This design comes from an exercise in tuning for small area, a short achievable clock period and few clock cycles per item on the open sky130 flow, not from production work. Where RTL was checked, it was by simulation tests only, not by an equivalence proof against the original.

// euclidean_integer_divider_top
module euclidean_integer_divider_top #(
   parameter int KS = 2       
) (
   input  wire logic              clock,
   input  wire logic              reset,
   input  wire logic              req_valid,
   output logic                   req_ready,
   input  edv_pkg::req_type       req_data,
   output logic                   rsp_valid,
   input  wire logic              rsp_ready,
   output edv_pkg::rsp_type       rsp_data
);
==> flow/config.mk <==
export PLATFORM = sky130hd
export DESIGN_NAME = euclidean_integer_divider_top
export DESIGN_NICKNAME = euclidean_integer_divider_top
export VERILOG_FILES = /design/flow/design.v
export SDC_FILE = /design/flow/constraint.sdc
export NUM_CORES = 4
export LEC_CHECK = 0
export CAP_MARGIN = 20
export CORE_MARGIN = 2
export CORE_UTILIZATION = 40
export PLACE_DENSITY = 0.6
export SETUP_SLACK_MARGIN = 2.0
export SLEW_MARGIN = 20
==> flow/constraint.sdc <==
create_clock -name core_clock -period 5.0 [get_ports {clock}]
set_input_delay 1.0000 -clock core_clock [delete_from_list [all_inputs] [get_ports {clock}]]
set_output_delay 1.0000 -clock core_clock [all_outputs]
set_load 0.01 [all_outputs]
standard.sh (not shown) runs the stock make flow with config.mk's settings and CLKGATE_MAP_FILE= SYNTH_SCRIPT=/design/flow/synth_recipe.tcl, a recipe that flattens the netlist after the stock synthesis.
==> flow/flow/run.sh <==
#!/bin/bash
# The standard layout (standard.sh), run in three parts, with these
# changes to how the layout is made:
# - synthesis does not extract full/half adders into sky130 fa/ha cells
#   before ABC (ADDER_MAP_FILE empty), so the carry-save and prefix logic
#   maps as gates;
# - ABC maps with flow/abc_speed.script (structural choices, then delay-
#   oriented mapping) instead of ORFS's, from a copy of ORFS's scripts folder
#   that differs only in that file;
# - during placement only, the delay cells (clkdlybuf4s*, dlygate*, dlymetal*)
#   are also don't-use, so the port buffers that placement inserts on every
#   input and output are plain buffers rather than delay cells.
# Registers, names and all other steps are the standard flow's. Each part's
# make output goes to its own log here; ORFS's per-step logs stay under
# orfs/logs.
set -euo pipefail
rm -rf scripts
cp -r "$FLOW_HOME/scripts" scripts
cp flow/abc_speed.script scripts/abc_speed.script
common=(SCRIPTS_DIR="$PWD/scripts" ADDER_MAP_FILE=)
bash standard.sh "${common[@]}" synth floorplan > flow_synth_floorplan.log 2>&1
du=$(make -s -C "$FLOW_HOME" DESIGN_CONFIG="$PWD/config.mk" WORK_HOME="$PWD/orfs" print-DONT_USE_CELLS | sed -n 's/^DONT_USE_CELLS: //p')
dly="sky130_fd_sc_hd__clkdlybuf4s15_1 sky130_fd_sc_hd__clkdlybuf4s15_2 sky130_fd_sc_hd__clkdlybuf4s18_1 sky130_fd_sc_hd__clkdlybuf4s18_2 sky130_fd_sc_hd__clkdlybuf4s25_1 sky130_fd_sc_hd__clkdlybuf4s25_2 sky130_fd_sc_hd__clkdlybuf4s50_1 sky130_fd_sc_hd__clkdlybuf4s50_2 sky130_fd_sc_hd__dlygate4sd1_1 sky130_fd_sc_hd__dlygate4sd2_1 sky130_fd_sc_hd__dlygate4sd3_1 sky130_fd_sc_hd__dlymetal6s2s_1 sky130_fd_sc_hd__dlymetal6s4s_1 sky130_fd_sc_hd__dlymetal6s6s_1"
bash standard.sh "${common[@]}" DONT_USE_CELLS="$du $dly" place > flow_place.log 2>&1
bash standard.sh "${common[@]}" finish > flow_finish.log 2>&1
==> flow/flow/abc_speed.script <==
strash
dch -f
map
topo
buffer -c
upsize -c
dnsize -c
Then changed:
--- a/flow/design.v
+++ b/flow/design.v
@@ -105,24 +105,25 @@
    logic [WN-1:0] ws_q, wc_q;    
    logic          qp0_q, qn0_q;  
    logic [32:0]   q_q;           
    logic [32:0]   qm_q;          
    logic [31:0]   d_q;           
    logic          bneg_q;        
    logic          bz_q;          
    logic          dbz_q;
    logic [CW-1:0] cnt_q;         
    logic          fst_q;         
    logic [KS-1:0] pdp_q, pdn_q;  
    logic          ofs_q;         
+   logic          pk_q;          
    logic          act_q;         
    logic          pc_q;          
    logic          vld_q;
    wire [31:0] a = req_data.dividend;
    wire [31:0] b = req_data.divisor;
    wire [30:0] bx = b[30:0] ^ {31{b[31]}};
    logic       unused_v;
    logic [4:0] z;
    edv_lzc u_lz (.x({bx, 1'b1}), .v(unused_v), .c(z));
    logic [4:0] zf_q;     
    logic       pv_q;     
    always_ff @(posedge clock) begin
@@ -217,27 +218,25 @@
       logic signed [KS+1:0] h;
       h = u >>> KS;
       if (h < 0) otf = {sm1[32-KS:0], u[KS-1:0]};
       else       otf = {s0[32-KS:0], u[KS-1:0]};
    endfunction
    wire signed [KS+1:0] one = (KS+2)'(1);
    wire [32:0] q_n  = otf(v,       s_qm, s_q);
    wire [32:0] qm_n = otf(v - one, s_qm, s_q);
    logic [WN-2:0] unused_s;
    logic          wcarry;
    edv_add #(.N(WN-1)) u_sgn (.a(ws_q[WN-2:0]), .b(wc_q[WN-2:0]), .ci(1'b0), .s(unused_s), .co(wcarry));
    wire        wneg = ws_q[WN-1] ^ wc_q[WN-1] ^ wcarry;
-   wire        k0   = !bz_q && !(wneg ^ bneg_q);
-   wire        km   = !bz_q && (wneg ^ bneg_q);
-   wire [32:0] qf   = ({33{k0}} & q_n) | ({33{km}} & qm_n);
+   wire        pick = wneg ^ bneg_q;
    wire blk  = act_q && ofs_q && vld_q;
    wire step = act_q && !pc_q && !blk;
    wire take = act_q && ofs_q && !vld_q;
    wire load = req_valid && pv_q && (!act_q || (pc_q && !ofs_q) || blk);
    always_ff @(posedge clock) begin
       if (load) begin
          d_q    <= bn;
          bneg_q <= b[31];
          bz_q   <= (b == 32'd0);
       end
    end
    always_ff @(posedge clock) begin
@@ -249,41 +248,42 @@
          fst_q <= 1'b1;
       end else begin
          ws_q  <= ws[KS];
          wc_q  <= wc[KS];
          {qp0_q, qn0_q} <= {qp[KS], qn[KS]};
          cnt_q <= cnt_q - 1'b1;
          fst_q <= 1'b0;
       end
    end
    always_ff @(posedge clock) begin
       pdp_q <= dp;
       pdn_q <= dn;
-      qm_q  <= qm_n;
       ofs_q <= !load && (step ? fst_q : (ofs_q && !pc_q));
    end
    always_ff @(posedge clock) begin
-      if (step && !fst_q) begin
-         q_q <= q_n;
-      end else if (pc_q && !blk) begin
-         q_q   <= qf;
+      if ((step && !fst_q) || (pc_q && !blk)) begin
+         q_q  <= q_n;
+         qm_q <= qm_n;
+      end
+      if (pc_q && !blk) begin
+         pk_q  <= pick;
          dbz_q <= bz_q;
       end
    end
    always_ff @(posedge clock) begin
       if (reset) begin
          pv_q  <= 1'b0;
          act_q <= 1'b0;
          pc_q  <= 1'b0;
          vld_q <= 1'b0;
       end else begin
          pv_q  <= req_valid && !take;
          act_q <= load || (act_q && !pc_q);
          pc_q  <= step && (cnt_q == CW'(1));
          vld_q <= (pc_q && !blk) || (vld_q && !rsp_ready);
       end
    end
    assign req_ready = take;
    assign rsp_valid = vld_q;
-   assign rsp_data  = {q_q, dbz_q};
+   assign rsp_data  = {dbz_q ? 33'd0 : pk_q ? qm_q : q_q, dbz_q};
 endmodule
 `default_nettype wire
The changed run ran to the end with no violations.
Core utilization shrinks by 0.87 points.
First-iteration DRC count is lower by 4.0%.
Design area falls by 2.1%.
Sequential share of layout area rises by 3.0 points.
Clock skew is about the same.
Global-route usage went down by 1.7 points.
Testbench counts after the change, summed over its fixed seeds: cycles 37,387, items 3,600.
The RTL of the first run of this note was laid out without a check of its function.

==> afterwards: timing with drivers on the ports <==
In the flow no input, the clock included, has a driving cell. The finished layouts below were timed again as built, in two steps.
Step 1 (the two cells are an assumption about what drives the block):
set clk [get_ports {clock}]
set_driving_cell -lib_cell sky130_fd_sc_hd__clkbuf_16 $clk
set_driving_cell -lib_cell sky130_fd_sc_hd__buf_2 [delete_from_list [all_inputs] $clk]
Step 2 also shifts input and output timing later by t, the mid clock arrival at the registers, as if the neighbouring blocks saw the same clock.
a / b / c = no drivers / after step 1 / after step 2; a / b = the first two.
| run | shift t [ns] | setup WS [ns] | worst hold slack (ns) | worst setup path at the end | cell pins on the clock port's net |
|---|---|---|---|---|---|
| the first run | 0.508 | 2.036 / 2.070 / 1.562 | 0.425 / 0.425 / 0.425 | input to register | 1 |
| the second run | 0.500 | 2.160 / 2.143 / 1.693 | 0.439 / 0.439 / 0.439 | input to register | 1 |
After both steps setup and hold are still met in every run listed. The setup slack of the first run, which loses most, moves by +0.034 ns with the drivers and by -0.474 ns with both steps.
